This design comes from an exercise in tuning for small area, a short achievable clock period and few clock cycles on the open sky130 flow, not from production work. The RTL was checked by simulation tests, not by an equivalence proof against the original design.

==> inputs of run K <==
// mips_top
module mips_top (
   input  wire        clk,
   input  wire        rst,
   output wire        wb_cyc_o,
   output wire        wb_stb_o,
   output wire        wb_we_o,
   output wire [29:0] wb_adr_o,
   output wire [3:0]  wb_sel_o,
   output wire [31:0] wb_dat_o,
   input  wire        wb_ack_i,
   input  wire [31:0] wb_dat_i,
   output wire        halted_o
);
   mips_core u_core (
      .clk      (clk),
      .rst      (rst),
      .cyc_o    (wb_cyc_o),
      .stb_o    (wb_stb_o),
      .we_o     (wb_we_o),
      .adr_o    (wb_adr_o),
      .sel_o    (wb_sel_o),
      .dat_o    (wb_dat_o),
      .ack_i    (wb_ack_i),
      .dat_i    (wb_dat_i),
      .halted_o (halted_o)
   );
endmodule
==> flow/config.mk <==
export PLATFORM = sky130hd
export DESIGN_NAME = mips_top
export DESIGN_NICKNAME = mips_top
export VERILOG_FILES = /design/flow/design.v
export SDC_FILE = /design/flow/constraint.sdc
export NUM_CORES = 4
export LEC_CHECK = 0
export CAP_MARGIN = 20
export CORE_MARGIN = 2
export CORE_UTILIZATION = 30
export PLACE_DENSITY = 0.4
export SLEW_MARGIN = 20
==> flow/constraint.sdc <==
create_clock -name core_clock -period 12.0 [get_ports {clk}]
set_input_delay 2.4000 -clock core_clock [delete_from_list [all_inputs] [get_ports {clk}]]
set_output_delay 2.4000 -clock core_clock [all_outputs]
set_load 0.01 [all_outputs]
standard.sh (not shown) runs the stock make flow with config.mk's settings and CLKGATE_MAP_FILE= SYNTH_SCRIPT=/design/flow/synth_recipe.tcl, a recipe that flattens the netlist after the stock synthesis.
==> flow/flow/run.sh <==
#!/bin/bash
# Standard layout (standard synthesis unchanged), with repair_timing aiming for
# a setup slack margin so the achieved period shrinks. Full make output goes to
# flow_make.log; each ORFS step also keeps its own log under orfs/logs.
set -euo pipefail
MARGIN=$(cat flow/margin.txt)
bash standard.sh SETUP_SLACK_MARGIN=$MARGIN finish > flow_make.log 2>&1
==> flow/flow/margin.txt <==
8.2
==> run M (differences from run K) <==
--- a/flow/design.v
+++ b/flow/design.v
@@ -171,11 +171,11 @@
    assign fa = (x3_wr && x3_dest == rs) ? res_q : ra;
    assign fb = (x3_wr && x3_dest == rt) ? res_q : rb;
    always_comb begin
       opa_d = fa;
       opb_d = fb;
-      if (d_addiu) opb_d = imm_sx;
+      if (d_addiu | d_ld | d_st) opb_d = imm_sx;
       else if (d_ori) opb_d = {16'h0000, ir_q[15:0]};
       else if (d_lui) opb_d = {ir_q[15:0], 16'h0000};
       else if (d_subu | d_slt) opb_d = ~fb;
    end
    logic [31:0] sum, alu;
@@ -188,26 +188,26 @@
                 ({32{f_jal}} & pc4_q) |
                 ({32{f_and}} & (opa_q & opb_q)) |
                 ({32{f_or}}  & (opa_q | opb_q)) |
                 ({32{f_slt}} & {31'd0, lt}) |
                 ({32{f_sll}} & (opb_q << f_sh));
-   assign daddr = opa_q + imm_sx;
+   assign daddr = sum;
    logic [3:0]  st_sel;
    logic [31:0] st_dat;
    always_comb begin
       case (m_size)
          2'b00: begin
             st_sel = 4'b0001 << daddr[1:0];
-            st_dat = {4{opb_q[7:0]}};
+            st_dat = {4{rb[7:0]}};
          end
          2'b01: begin
             st_sel = daddr[1] ? 4'b1100 : 4'b0011;
-            st_dat = {2{opb_q[15:0]}};
+            st_dat = {2{rb[15:0]}};
          end
          default: begin
             st_sel = 4'b1111;
-            st_dat = opb_q;
+            st_dat = rb;
          end
       endcase
    end
    logic [7:0]  ld_b;
    logic [15:0] ld_h;
@@ -224,11 +224,11 @@
          2'b00:   ld_val = {{24{m_sign & ld_b[7]}}, ld_b};
          2'b01:   ld_val = {{16{m_sign & ld_h[15]}}, ld_h};
          default: ld_val = dat_i;
       endcase
    end
-   assign ldw = dack & m_ld;
+   assign ldw = cyc_q & dk_q & ~we_q;
    assign we  = x3_wr | ldw;
    assign wa  = x3_dest;
    assign wd  = ldw ? ld_val : res_q;
    logic fack, dack, bus_free, squash;
    logic memp_d, x1_d, irv_d;
- CTS_BUF_LIST: unset -> sky130_fd_sc_hd__clkbuf_16
- CTS_CLUSTER_DIAMETER: unset -> 80
- CTS_CLUSTER_SIZE: unset -> 24
==> flow_summary.toml <==
[status]
outcome = "timing/DRC/antenna clean"

[grt]
grt_pass1_vias = 55910
grt_max_degree = 66

[critical_path]
crit_cells = 11

[layout]
area_growth_syn_to_layout_pct = 24.51
multi_input_area_um2 = 28840

[pwr]
swShare = 0.2761

[floorplan]
start_util = 0.3020

[logic_synthesis]
synth_simple_gate_area_frac = 0.1194

[sta]
finalCriticalPeriod_ns = 3.975
slew-limit-headroom = 0.1411

[routing]
m1WireLength_um = 156100
[end of results for run M]
==> flow_summary.toml <==
[sta]
slew-limit-headroom = 0.1347

[logic_synthesis]
synth_simple_gate_area_frac = 0.1192

[pwr]
swShare = 0.2551

[layout]
area_growth_syn_to_layout_pct = 25.32
multi_input_area_um2 = 29890

[routing]
m1WireLength_um = 156100

[critical_path]
crit_cells = 14

[floorplan]
start_util = 0.3025

[status]
outcome = "timing/DRC/antenna clean"

[grt]
grt_max_degree = 70
[end of results for run K]
Testbench counts of run K, summed over its fixed seeds: cycles 65,900.
Testbench counts of run M, summed over its fixed seeds: cycles 65,900.

[port drivers added, routing unchanged]
How much do the figures lean on ideal ports? The routed layouts below were timed once more, with nothing changed but the port constraints.
Step 1: set_driving_cell puts a clkbuf_16 on clk and a buf_2 on each other input, an assumption about the parent block.
Step 2 also shifts input and output timing later by t, the mid clock arrival at the registers, as if the neighbouring blocks saw the same clock.
a / b / c = no drivers / after step 1 / after step 2; a / b = the first two.
| run | shift t [ns] | setup WS [ns] | latest minus earliest clock arrival (ns) |
|---|---|---|---|
| run K | 0.926 | 8.059 / 8.089 / 7.173 | 0.066 / 0.066 |
| run M | 0.901 | 8.025 / 8.025 / 7.151 | 0.058 / 0.059 |
After both steps setup and hold are still met in every run listed. The setup slack of run K, which loses most, moves by +0.030 ns with the drivers and by -0.886 ns with both steps.
